Context: an optimization exercise on an open-source flow, tuned for small area. The choices shown serve that exercise and are no tape-out recipe. The RTL was checked by simulation tests, not by an equivalence proof against the original design. No activity file was given, so power comes from the tool's default toggle rates.

== the baseline ==
==> flow/design.v <==
`default_nettype none
module regfile_scoreboard #(
  parameter int DATA_W   = 64,
  parameter int NUM_REGS = 32,
  parameter int ADDR_W   = $clog2(NUM_REGS)
) (
  input  logic              clk_i,
  input  logic              reset_i,
  input  logic [ADDR_W-1:0] ra_i,
  input  logic [ADDR_W-1:0] rb_i,
  output logic [DATA_W-1:0] bus_a_o,
  output logic [DATA_W-1:0] bus_b_o,
  output logic              valid_a_o,
  output logic              valid_b_o,
  input  logic [ADDR_W-1:0] rw_i,
  input  logic [DATA_W-1:0] bus_w_i,
  input  logic              reg_wr_i,
  input  logic              mark_en_i,
  input  logic [ADDR_W-1:0] mark_reg_i,
  output logic              mark_ack_o,
  output logic [ADDR_W:0]   pend_count_o
);
  localparam int NR = NUM_REGS - 1;   
  localparam int NG = NR / 3;         
  logic [DATA_W-1:0] regs_q [NR];
  logic [NR-1:0]     pend_q;
  logic [ADDR_W:0]   cnt_q;
  logic [NR-1:0] dec_a, dec_b, dec_w, dec_m;
  always_comb begin
    for (int i = 0; i < NR; i++) begin
      dec_a[i] = (ra_i == ADDR_W'(i));
      dec_b[i] = (rb_i == ADDR_W'(i));
      dec_w[i] = (rw_i == ADDR_W'(i));
      dec_m[i] = (mark_reg_i == ADDR_W'(i));
    end
  end
  logic [NR-1:0] load, hold;
  assign load = dec_w & {NR{reg_wr_i & !reset_i}};
  assign hold = ~dec_w & {NR{!reset_i}} | {NR{!reg_wr_i & !reset_i}};
  logic pend_m, pend_w, mark_zr, mark_ack, mark_set, wr_hits_mark;
  assign pend_m       = |(dec_m & pend_q);
  assign pend_w       = |(dec_w & pend_q);
  assign mark_zr      = (mark_reg_i == {ADDR_W{1'b1}});
  assign wr_hits_mark = reg_wr_i && (rw_i == mark_reg_i);
  assign mark_ack     = mark_en_i && !reset_i && (!pend_m || wr_hits_mark || mark_zr);
  assign mark_set     = mark_ack && !mark_zr;
  assign mark_ack_o   = mark_ack;
  logic newly_set, newly_clr;
  assign newly_set = mark_set && !pend_m;
  assign newly_clr = reg_wr_i && !reset_i && pend_w && !(mark_set && wr_hits_mark);
  for (genvar i = 0; i < NR; i++) begin : g_reg
    logic [DATA_W-1:0] d;
    for (genvar b = 0; b < DATA_W; b++) begin : g_bit
      rf_hold u_h (.q(regs_q[i][b]), .h(hold[i]), .d(bus_w_i[b]), .l(load[i]), .y(d[b]));
    end
    always_ff @(posedge clk_i) regs_q[i] <= d;
  end
  always_ff @(posedge clk_i) begin
    if (reset_i) begin
      pend_q <= '0;
      cnt_q  <= '0;
    end else begin
      pend_q <= (pend_q & ~load) | (dec_m & {NR{mark_set}});
      if (newly_set && !newly_clr)      cnt_q <= cnt_q + 1'b1;
      else if (newly_clr && !newly_set) cnt_q <= cnt_q - 1'b1;
    end
  end
  assign pend_count_o = cnt_q;
  for (genvar b = 0; b < DATA_W; b++) begin : g_rd
    logic [NR-1:0] col;
    logic [NG-1:0] na, nb;
    for (genvar i = 0; i < NR; i++) begin : g_col
      assign col[i] = regs_q[i][b];
    end
    for (genvar g = 0; g < NG; g++) begin : g_grp
      rf_aoi222 u_a (.a(col[3*g+:3]), .s(dec_a[3*g+:3]), .y(na[g]));
      rf_aoi222 u_b (.a(col[3*g+:3]), .s(dec_b[3*g+:3]), .y(nb[g]));
    end
    assign bus_a_o[b] = ~&na | |(col[NR-1:3*NG] & dec_a[NR-1:3*NG]);
    assign bus_b_o[b] = ~&nb | |(col[NR-1:3*NG] & dec_b[NR-1:3*NG]);
  end
  assign valid_a_o = !(|(dec_a & pend_q));
  assign valid_b_o = !(|(dec_b & pend_q));
endmodule
module rf_hold (
  input  logic q,
  input  logic h,
  input  logic d,
  input  logic l,
  output logic y
);
  assign y = (q & h) | (d & l);
endmodule
module rf_aoi222 (
  input  logic [2:0] a,
  input  logic [2:0] s,
  output logic       y
);
  assign y = ~|(a & s);
endmodule
`default_nettype wire
Settings: LEC_CHECK=0, CAP_MARGIN=20, CORE_MARGIN=2, CORE_UTILIZATION=40, SETUP_SLACK_MARGIN=0.3, SLEW_MARGIN=20, SYNTH_HIERARCHICAL=1, SYNTH_MINIMUM_KEEP_SIZE=0; clock period 6.5 ns.
standard.sh (not shown) runs the stock make flow with config.mk's settings and CLKGATE_MAP_FILE= SYNTH_SCRIPT=/design/flow/synth_recipe.tcl, a recipe that flattens the netlist after the stock synthesis.
==> flow/flow/run.sh <==
#!/bin/bash
set -o pipefail
export BUFFER_PORTS_ARGS="-buffer_cell sky130_fd_sc_hd__buf_1"
bash standard.sh > standard.log 2>&1
#### Input delta (the candidate over the baseline)
- SETUP_SLACK_MARGIN removed (was 0.3)
==> flow/run.sh (new file) <==
#!/bin/bash
# synth_recipe.tcl (not shown) runs the flow's synth.tcl, then flattens the netlist and writes it again
# the make line also repeats each setting of config.mk as NAME=value (left out here)
make -C /OpenROAD-flow-scripts/flow DESIGN_CONFIG=/design/flow/config.mk WORK_HOME=/design/flow/orfs CLKGATE_MAP_FILE= SYNTH_SCRIPT=/design/flow/synth_recipe.tcl finish
removed: flow/flow/run.sh
removed: flow/standard.sh
Status: final cell count parity (the baseline, the candidate)
Relative to the baseline, the maximum number of pins on one net before global-route repair measured on the candidate has increased slightly.
Comparing the candidate and the baseline, the lower measured slew at the worst slew-check pin was measured on the baseline.
Relative to the baseline, routed via count divided by cell count decreased by about 0.56% in the candidate.
The candidate -> stages 100% | layout checks FAIL | setup timing
The candidate: final wirelength lower than the baseline
The post-place setup slack of the candidate is lower than that of the baseline.
Any difference in via count of the first global-routing pass between the candidate and the baseline is small enough to ignore.
Changes observed in the candidate relative to the baseline: endpoint arrival time on the critical path has increased; sequential share of power lost 0.7 points.
For the candidate, the start point of the critical path was ra_i[4], unlike the baseline, where it was rb_i[4].
Against the baseline as the reference, the candidate delivers a higher total power draw.

[re-timing with driven ports]
The flow's constraints put no driver on any port. The routed layouts listed below were extracted and timed again, unchanged, in two steps.
Step 1 assumes that a clkbuf_16 drives the clock port and a buf_2 every other input.
Step 2 also shifts input and output timing later by t, the mid clock arrival at the registers, as if the neighbouring blocks saw the same clock.
a / b / c = ideal ports / drivers / drivers and shift; a / b = the first two.
run | shift t [ns] | setup WS [ns] | worst setup path at the end | clock arrival spread, ns | cell pins on the clock port's net
the baseline | 0.957 | 0.389 / 0.328 / 0.328 | input to output | 0.066 / 0.066 | 1
the candidate | 0.957 | -0.065 / -0.088 / -0.088 | input to output | 0.057 / 0.057 | 1
The setup slack of the baseline, which loses most, moves by -0.061 ns with the drivers and by -0.061 ns with both steps.
